Background: an optimization exercise with open tools, aiming at small area, a short achievable clock period and few clock cycles per item. Do not read the settings as production practice.
The RTL was checked by simulation tests, not by an equivalence proof against the original design.
No activity file was given, so power comes from the tool's default toggle rates.

## mem_bank_responder
module mem_bank_responder #(
   parameter int                DATA_W      = 16,
   parameter int                ADDR_W      = 8,
   parameter int                WAIT_CYCLES = 2,    
   parameter logic [ADDR_W-1:0] PROT_LIMIT  = ADDR_W'(8'h40)
) (
   input  logic              CLK100MHZ,
   input  logic              RST,
   input  logic              mb_sel,
   input  logic [ADDR_W-1:0] pc_addr,
   input  logic [ADDR_W-1:0] mb_addr,
   input  logic              mb_read,
   input  logic              mb_write,
   input  logic [DATA_W-1:0] mb_wdata,
   output logic [DATA_W-1:0] mb_rdata,
   output logic              mb_ack,
   output logic              mb_busy,
   output logic              mb_err
);
Settings: LEC_CHECK=0, CAP_MARGIN=20, CORE_MARGIN=2, CORE_UTILIZATION=50, CTS_BUF_LIST=sky130_fd_sc_hd__clkbuf_16, CTS_CLUSTER_DIAMETER=50, CTS_CLUSTER_SIZE=20, PLACE_DENSITY=0.6, SETUP_SLACK_MARGIN=3.0, SLEW_MARGIN=20, TNS_END_PERCENT=100, BUFFER_PORTS_ARGS=-buffer_cell sky130_fd_sc_hd__buf_4, CTS_ARGS=-sink_clustering_enable -repair_clock_nets -dont_use_dummy_load -buf_list sky130_fd_sc_hd__clkbuf_16 -sink_clustering_size 20 -sink_clustering_max_diameter 50; clock period 6.0 ns.
standard.sh (not shown) runs the stock make flow with config.mk's settings and CLKGATE_MAP_FILE= SYNTH_SCRIPT=/design/flow/synth_recipe.tcl, a recipe that flattens the netlist after the stock synthesis.
==> flow/flow/run.sh <==
#!/bin/bash
set -euo pipefail
cat >> config.mk <<'EOT'
export BUFFER_PORTS_ARGS = -buffer_cell sky130_fd_sc_hd__buf_4
export CTS_ARGS = -sink_clustering_enable -repair_clock_nets -dont_use_dummy_load -buf_list sky130_fd_sc_hd__clkbuf_16 -sink_clustering_size 20 -sink_clustering_max_diameter 50
EOT
bash standard.sh > standard.log 2>&1
Testbench counts at the start, summed over its fixed seeds: cycles 36,215, items 12,000.
Next try:
Settings changed: PLACE_DENSITY 0.6 to 0.65.
Synthesized area is unchanged.
Non-clock buffer count went down by 30.
Clock skew goes up by 0.017 ns.
Final cell count decreases by 0.48%.
Register-to-register slack gets worse by 0.05 ns.
Via count rises by 0.72%.
Next try:
Settings changed: CAP_MARGIN 20 to 10, SLEW_MARGIN 20 to 10.
Result:
- The new run produced a clean layout
- total power rose by 0.51%
- non-clock buffer count rose by 23
- clock power is about the same
- worst setup slack got worse by 0.064 ns
- final area rose by 0.49%

mem_bank_responder, a different RTL version from the one above (not shown whole).
==> flow/design.v (excerpt) <==
module mem_bank_responder #(
   parameter int                DATA_W      = 16,
   parameter int                ADDR_W      = 8,
   parameter int                WAIT_CYCLES = 2,    
   parameter logic [ADDR_W-1:0] PROT_LIMIT  = ADDR_W'(8'h40)
) (
   input  logic              CLK100MHZ,
   input  logic              RST,
   input  logic              mb_sel,
   input  logic [ADDR_W-1:0] pc_addr,
   input  logic [ADDR_W-1:0] mb_addr,
   input  logic              mb_read,
   input  logic              mb_write,
   input  logic [DATA_W-1:0] mb_wdata,
   output logic [DATA_W-1:0] mb_rdata,
   output logic              mb_ack,
   output logic              mb_busy,
   output logic              mb_err
);
   localparam int DEPTH = 1 << ADDR_W;
   localparam int LO_W  = 4;                   
   localparam int HI_W  = ADDR_W - LO_W;       
   localparam int NGRP  = 1 << HI_W;
   localparam int GSZ   = 1 << LO_W;
   localparam int NPART = 4;
   localparam bit PROT_EN = 1'b0;
   localparam int RING_B = 2;                    
   localparam int RING   = 1 << RING_B;
   localparam int NRING  = DEPTH / RING;
   localparam int AGE_W  = 3;                    
   localparam logic [AGE_W-1:0] AGE_OLD = AGE_W'(RING + 1);
   logic              strobe_q;      
   logic              armed;         
   logic              req_wait;      
   logic              ack_q;
   logic              busy_q;
   logic              err_q;
   logic [RING_B-1:0] rot;           
   logic              rot_init;      
   logic [RING_B-1:0] tgt_q [RING];  
   logic              sb_v    [2];
   logic [ADDR_W-1:0] sb_addr [2];
   logic [DATA_W-1:0] sb_data [2];
   logic              sb_ptr;        
   logic [AGE_W-1:0]  lw_age;        
   logic [ADDR_W-1:0] lw_addr;       
   logic [DATA_W-1:0] ring [NRING][RING];
   logic              strobe_any;
   logic              req_edge;
   logic              req_active;
   logic              req_ok;
   logic              accept;
  ...
Settings: LEC_CHECK=0, CAP_MARGIN=20, CORE_MARGIN=2, CORE_UTILIZATION=55, CTS_BUF_LIST=sky130_fd_sc_hd__clkbuf_16, CTS_CLUSTER_DIAMETER=60, CTS_CLUSTER_SIZE=24, PLACE_DENSITY=0.7, SETUP_SLACK_MARGIN=3.2, SLEW_MARGIN=20, TNS_END_PERCENT=100, BUFFER_PORTS_ARGS=-buffer_cell sky130_fd_sc_hd__buf_4, CTS_ARGS=-sink_clustering_enable -repair_clock_nets -dont_use_dummy_load -buf_list sky130_fd_sc_hd__clkbuf_16 -sink_clustering_size 24 -sink_clustering_max_diameter 60; clock period 6.0 ns.
==> flow/flow/run.sh <==
#!/bin/bash
set -euo pipefail
cat >> config.mk <<'EOT'
export BUFFER_PORTS_ARGS = -buffer_cell sky130_fd_sc_hd__buf_4
export CTS_ARGS = -sink_clustering_enable -repair_clock_nets -dont_use_dummy_load -buf_list sky130_fd_sc_hd__clkbuf_16 -sink_clustering_size 24 -sink_clustering_max_diameter 60
EOT
bash standard.sh > standard.log 2>&1
Testbench counts at the start, summed over its fixed seeds: cycles 36,215, items 12,000.
Next try:
==> flow/run.sh (new file) <==
#!/bin/bash
# synth_recipe.tcl (not shown) runs the flow's synth.tcl, then flattens the netlist and writes it again
# the make line also repeats each setting of config.mk as NAME=value (left out here)
make -C /OpenROAD-flow-scripts/flow DESIGN_CONFIG=/design/flow/config.mk WORK_HOME=/design/flow/orfs CLKGATE_MAP_FILE= SYNTH_SCRIPT=/design/flow/synth_recipe.tcl finish
BUFFER_PORTS_ARGS = unset   (was -buffer_cell sky130_fd_sc_hd__buf_4)
CTS_ARGS = unset   (was -sink_clustering_enable -repair_clock_nets -dont_use_dummy_load -buf_list sky130_fd_sc_hd__clkbuf_16 -sink_clustering_size 24 -sink_clustering_max_diameter 60)
CTS_CLUSTER_DIAMETER = 50   (was 60)
CTS_CLUSTER_SIZE = 20   (was 24)
SETUP_SLACK_MARGIN = 3.0   (was 3.2)
removed: flow/flow/run.sh
removed: flow/standard.sh
Die area is unchanged.
Worst setup slack is better by 0.045 ns.
Core utilization went down by 0.57 points.
Synthesized cell count does not change.
Hold slack is better by 0.020 ns.
Power went up by 11%.
Non-clock buffer count went down by 118.
Sequential share of layout area went up by 0.54 points.
Sequential cell count does not change.
Synthesized area is unchanged.
Count of clock-buffer cells in the layout went up by 104.

-- what the ideal ports hide --
The flow's constraints put no driver on any port. The routed layouts listed below were extracted and timed again, unchanged, in two steps.
Step 1 sets driving cells, clkbuf_16 on the clock port and buf_2 on the other inputs (assumed; they add their load-dependent delay and slew).
Step 2 times the ports against the registers' clock, not the clock port: input delays grow and output delays shrink by t, the midpoint of the rising clock arrivals with the driver on.
Three values: no drivers, after step 1, after step 2; two values: the first two.
| run | t, ns | setup slack, ns | worst slew at a driven data input, ns |
|---|---|---|---|
| the first run of note 1 | 1.035 | 2.712 / 2.620 / 1.920 | 0.08 |
| the second run of note 1 | 0.996 | 2.828 / 2.733 / 1.968 | 0.11 |
| the third run of note 1 | 1.005 | 2.764 / 2.665 / 1.889 | 0.09 |
| the first run of note 2 | 0.961 | 2.740 / 2.693 / 1.765 | 0.10 |
| the second run of note 2 | 1.033 | 2.785 / 2.693 / 2.004 | 0.07 |
After both steps every run listed still meets setup and hold. For the first run of note 2, which loses most, drivers alone change the setup slack by -0.047 ns; drivers and shift together by -0.975 ns.
